This is an optimization exercise on Yosys and OpenROAD, whose aim is small area, a short achievable clock period and few clock cycles per item, not a production implementation.
Function was checked by simulation only, so behaviour that the tests miss may differ from the original.
Power figures rest on the tool's default switching activity, not on a simulated workload.

==> design/flow/design.v <==
module muldiv_seq #(
  parameter int W  = 64,
  parameter int CW = 7
) (
  input  logic         clk,
  input  logic         rst,
  input  logic         start,
  input  logic         op_div,
  input  logic         op_signed,
  input  logic         op_dword,
  input  logic [W-1:0] rs,
  input  logic [W-1:0] rt,
  input  logic         rd_hilo,
  input  logic         wr_hi,
  input  logic         wr_lo,
  input  logic [W-1:0] wdata,
  input  logic         kill,
  output logic         busy,
  output logic         done,
  output logic         stall,
  output logic [W-1:0] hi,
  output logic [W-1:0] lo
);
  typedef enum logic [1:0] {IDLE, PREP, ITER, FIX} state_t;
  state_t          state, nstate;
  logic [CW-1:0]   cnt, cnt_load;
  logic            div_r, sgn_r, dw_r;
  logic [W-1:0]    a_raw, b_raw, a_mag, b_mag;
  logic [W+2:0]    acc_hi, acc_hi_n;    
  logic [W-1:0]    acc_lo, acc_lo_n;    
  logic            neg_lo, neg_hi, div0;
  logic            sa, sb;
  logic [W-1:0]    mag_a, mag_b;
  logic [W:0]      rem_sh;
  logic            rem_ge;
  logic [W+2:0]    addend, sum;
  logic [2*W-1:0]  p_raw, p_fix;
  logic [W-1:0]    q_fix, r_fix, res_hi, res_lo;
  function automatic logic [W-1:0] sext32(input logic [31:0] v);
    sext32 = {{(W-32){v[31]}}, v};
  endfunction
  function automatic logic [W-1:0] magnitude(input logic [W-1:0] v, input logic dw,
                                             input logic neg);
    logic [31:0] t32;
    t32 = neg ? (~v[31:0] + 32'd1) : v[31:0];
    if (dw) magnitude = neg ? (~v + 1'b1) : v;
    else    magnitude = {{(W-32){1'b0}}, t32};
  endfunction
  always_ff @(posedge clk) begin
    if (rst) state <= IDLE;
    else     state <= nstate;
  end
  always_comb begin
    nstate = state;
    case (state)
      IDLE:    if (start) nstate = PREP;
      PREP:    nstate = ITER;
      ITER:    if (cnt == CW'(1)) nstate = FIX;
      FIX:     nstate = IDLE;
      default: nstate = IDLE;
    endcase
    if (kill) nstate = IDLE;
  end
  always_comb begin
    busy  = (state != IDLE);
    done  = (state == FIX) && !kill;
    stall = busy && (start || rd_hilo || wr_hi || wr_lo);
  end
  always_comb begin
    sa       = sgn_r && (dw_r ? a_raw[W-1] : a_raw[31]);
    sb       = sgn_r && (dw_r ? b_raw[W-1] : b_raw[31]);
    mag_a    = magnitude(a_raw, dw_r, sa);
    mag_b    = magnitude(b_raw, dw_r, sb);
    cnt_load = dw_r ? CW'(W) : CW'(W/2);
  end
  always_comb begin
    rem_sh   = {acc_hi[W-1:0], acc_lo[W-1]};
    rem_ge   = (rem_sh >= {1'b0, b_mag});
    addend   = '0;
    sum      = '0;
    acc_hi_n = acc_hi;
    acc_lo_n = acc_lo;
    if (div_r) begin
      acc_hi_n = {2'b0, (rem_ge ? (rem_sh - {1'b0, b_mag}) : rem_sh)};
      acc_lo_n = {acc_lo[W-2:0], rem_ge};
    end else begin
      addend   = acc_lo[0] ? {3'b0, a_mag} : '0;
      sum      = acc_hi + addend;
      acc_hi_n = {1'b0, sum[W+2:1]};
      acc_lo_n = {sum[0], acc_lo[W-1:1]};
    end
  end
  always_ff @(posedge clk) begin
    if (rst) begin
      cnt <= '0;
    end else begin
      case (state)
        IDLE: if (start) begin
          div_r <= op_div;
          sgn_r <= op_signed;
          dw_r  <= op_dword;
          a_raw <= rs;
          b_raw <= rt;
        end
        PREP: begin
          a_mag  <= mag_a;
          b_mag  <= mag_b;
          neg_lo <= sa ^ sb;
          neg_hi <= div_r ? sa : (sa ^ sb);
          div0   <= (mag_b == '0);
          acc_hi <= '0;
          acc_lo <= !div_r ? mag_b :
                    dw_r   ? mag_a : {mag_a[31:0], {(W-32){1'b0}}};
          cnt    <= cnt_load;
        end
        ITER: begin
          acc_hi <= acc_hi_n;
          acc_lo <= acc_lo_n;
          cnt    <= cnt - CW'(1);
        end
        default: ;
      endcase
    end
  end
  always_comb begin
    p_raw = dw_r ? {acc_hi[W-1:0], acc_lo}
                 : {{W{1'b0}}, acc_hi[31:0], acc_lo[W-1:32]};
    p_fix = neg_lo ? (~p_raw + 1'b1) : p_raw;
    q_fix = neg_lo ? (~acc_lo + 1'b1) : acc_lo;
    r_fix = neg_hi ? (~acc_hi[W-1:0] + 1'b1) : acc_hi[W-1:0];
    if (!div_r) begin
      res_lo = dw_r ? p_fix[W-1:0]   : sext32(p_fix[31:0]);
      res_hi = dw_r ? p_fix[2*W-1:W] : sext32(p_fix[63:32]);
    end else if (div0) begin
      res_lo = '1;
      res_hi = dw_r ? a_raw : sext32(a_raw[31:0]);
    end else begin
      res_lo = dw_r ? q_fix : sext32(q_fix[31:0]);
      res_hi = dw_r ? r_fix : sext32(r_fix[31:0]);
    end
  end
  always_ff @(posedge clk) begin
    if (rst) begin
      hi <= '0;
      lo <= '0;
    end else if (state == FIX && !kill) begin
      hi <= res_hi;
      lo <= res_lo;
    end else if (state == IDLE) begin
      if (wr_hi) hi <= wdata;
      if (wr_lo) lo <= wdata;
    end
  end
endmodule
==> design/flow/run.sh <==
#!/bin/bash
# synth_recipe.tcl (not shown) runs the flow's synth.tcl, then flattens the netlist and writes it again
# the make line also repeats each setting of config.mk as NAME=value (left out here)
make -C /OpenROAD-flow-scripts/flow DESIGN_CONFIG=/design/flow/config.mk WORK_HOME=/design/flow/orfs CLKGATE_MAP_FILE= SYNTH_SCRIPT=/design/flow/synth_recipe.tcl finish
==> design/flow/config.mk <==
export PLATFORM = sky130hd
export DESIGN_NAME = muldiv_seq
export DESIGN_NICKNAME = muldiv_seq
export VERILOG_FILES = /design/flow/design.v
export SDC_FILE = /design/flow/constraint.sdc
export NUM_CORES = 4
export LEC_CHECK = 0
export CAP_MARGIN = 20
export CORE_MARGIN = 2
export CORE_UTILIZATION = 40
export SLEW_MARGIN = 20
==> design/flow/constraint.sdc <==
create_clock -name core_clock -period 10.0 [get_ports {clk}]
set_input_delay 2.0000 -clock core_clock [delete_from_list [all_inputs] [get_ports {clk}]]
set_output_delay 2.0000 -clock core_clock [all_outputs]
set_load 0.01 [all_outputs]
==> results.toml <==
[outcome]
outcome = "complete, no violations"

[synth]
ys_seq_area_frac = 0.346
synth_cell_types = 85
synth_common_cells = "nand2_1 (608), a21oi_1 (439), nor2_1 (402)"
syn-num-nets = 5378
synth_top_area_share = 0.281
async_flop_share = 0
ys_ff_latch = 529
ys.warnings.count = 1
synth_most_common_cell = "nand2_1"
synth_edf_count = 392
yosysTopAreaCell = "edfxtp_1"
synth.avg_cell_area_um2 = 8.32
synthCells = 5035
syn-cell-area_um2 = 41900
synthTopCellsByArea = "edfxtp_1 (28%), dfxtp_1 (6.5%), nand2_1 (5.4%), a21oi_1 (5.2%), xnor2_1 (5.2%)"
synth-main-ff-cell = "edfxtp_1"

[floorplan]
ios = 333
start_util = 0.404
core_area_um2 = 104000
die_h_um = 328
die_area_um2 = 107000
rows = 118
die_w_um = 328

[run]
cap_violations = 0

[worst_setup_path]
required_ns = 8.00
crit_type = "in2out"
cp-start-kind = "input port"
cp_max_fo = 24
end_kind = "primary output"
critPathArrivalTime_ns = 3.87

[route]
num_vias = 42957
detail-route-antenna-nets = 0
avgViaCountPerCell = 6.54
drt_iter0_markers = 6342
wl_mm = 205
first_pass_iters = 6
wire_per_inst_um = 31.2
drt_drc_violations_left = 0

[global_routing]
grt_overflow = 0
grt_pass1_vias = 39484
grt_use_total = 0.366
antenna_found_initial = 10
grt_pass1_wl_mm = 287
grt_max_degree = 131

[timing]
hold_violations = 0
setup_slack_ns = 4.13
finalClockSkew_ns = 0.0580
rsz0062_at_grt = "false"
finalSetupViolCount = 0
fin_crit_sh = 0.587
finalCriticalPeriod_ns = 5.87
tightest_slew_ns = 1.21
max_freq_mhz = 170
finalMaxSlewViolations = 0
relSlewSlack = 0.188
tns_ns = 0

[placed_design]
dp_slack_ns = 4.15
placedInstanceArea_um2 = 46300
place_hpwl_mm = 157
gp_congestion = 1.03
io_buffers = 332
place_inst = 6452

[final_layout]
nets = 5478
fin_cells = 6570
multiInputGateArea_um2 = 25300
design_area_um2 = 48400
syn_to_final_growth_pct = 15.5
ff_latch_area_um2 = 14500
fillers = 10231
drive_gt1_frac = 0.0631
post-route-util = 0.467

[power]
p_per_area_nw_per_um2 = 130
vdd_ir_drop_max_mv = 0.211
power_leakage_nw = 17.4

[cts]
clock_tree.root_cell = "clkbuf_16"
cts_tree = "done"
cts_inserted_buffers = 60
cts_setup_buffers = 0
cts.clk_slew.worst_paths_ns = 0.06
clk_path_buf_depth = 3
cts_hold_buf = 0
worstSkewPairLatency_ns = 0.72
cts_resized = 0
cts.sinks = 529
h-tree-depth = 2

[min_path]
holdCritPathClass = "reg2reg"
[cell usage in the layout, fill, tap and decap left out, drive strengths merged, types with 139 or more instances in the layout]
cell type,n
nand2,608
a21oi,439
nor2,402
edfxtp,392
clkdlybuf4s50,331
o21ai,295
xnor2,249
inv,185
xor2,160
nor3,140
ha,139
[final timing paths]
| check | from | endpoint | slack, ns | cells past startpoint |
|---|---|---|---|---|
| worst min register to register | cnt[4] | cnt[4] | 0.48 | 2 |
| worst min-delay path | cnt[4] | cnt[4] | 0.48 | 2 |
| worst max-delay path | kill | done | 4.13 | 4 |
| worst max register to register | dw_r | hi[51] | 4.29 | 14 |
[flip-flops by register name (all words and copies together) (netlist names), 2 cells and up]
name    count
a_mag      64
state       2
acc_lo     64
lo         64
hi         64
acc_hi     66
cnt         7
a_raw      64
b_mag      64
b_raw      64
[area by class of cell]
cell class,count,share of cell area
Sequential cell,529,0.300
Clock inverter,40,0.0104
Multi-Input combinational cell,3928,0.522
Antenna cell,5,0.000258
Timing Repair Buffer,435,0.0850
Inverter,181,0.0141
Clock buffer,72,0.0330
Tap cell,1380,0.0357
[per-stage QoR]
| step | hold slack [ns] | power, mW |
|---|---|---|
| 2_1_floorplan | 0.446 | 3.31 |
| 3_3_place_gp | 0.466 | 3.86 |
| 3_5_place_dp | 0.475 | 3.86 |
| 4_1_cts | 0.488 | 6.25 |
| 5_1_grt | 0.503 | 6.45 |
| 6_report | 0.485 | 6.30 |
[layer usage]
layer  track usage  part of all wire  up-vias
li1              -                 -    18726
met4         0.165             0.051        6
met1         0.499              0.40    20873
met3         0.111              0.13      529
met2         0.530              0.42     2823
met5        0.0106           0.00079        -
[power breakdown]
| group | internal, mW | switching, mW |
|---|---|---|
| combinational | 0.474 | 0.796 |
| sequential | 2.47 | 0.130 |
| clock | 1.38 | 1.04 |
[critical path: stages]
cell and delay (ns):
clkdlybuf4s50_1 0.53, nand2b_4 0.35, inv_2 0.37, clkdlybuf4s50_1 0.62
[cells by family (layout without fill, tap and decap cells)]
| group | Yosys count | after routing | synth area share |
|---|---|---|---|
| multiplexers | 167 | 167 | 0.0505 |
| buffers and inverters | 578 | 728 | 0.0525 |
| XOR/XNOR | 409 | 409 | 0.0855 |
| AND/OR/NAND/NOR | 1749 | 1749 | 0.200 |
| adder cells (fa/ha/maj) | 141 | 141 | 0.0425 |
| flip-flops | 529 | 529 | 0.346 |
| AO/OA/AOI/OAI | 1462 | 1462 | 0.223 |
| other | 0 | 5 | 0 |
Testbench counts, summed over its fixed seeds: cycles 162,208, ops 3,200.

port drivers added, routing unchanged:
The flow's constraints put no driver on any port. The routed layout listed below was extracted and timed again, unchanged, in two steps. Step 1 assumes that a clkbuf_16 drives the clock port and a buf_2 every other input. Step 2 moves the port delays by t, midway between the first and last clock arrival at a register: inputs arrive t later, outputs are due t later. That takes back most of the time a late clock gives input paths. a / b / c = ideal / step 1 / step 2; a / b = the first two.
t (ns): 0.760
setup slack, ns: 4.127 / 4.103 / 4.103
clock arrival spread, ns: 0.060 / 0.059
worst data-port slew with drivers (ns): 0.07
After both steps setup and hold are still met in this run. The setup slack of this run moves by -0.024 ns with the drivers and by -0.024 ns with both steps.
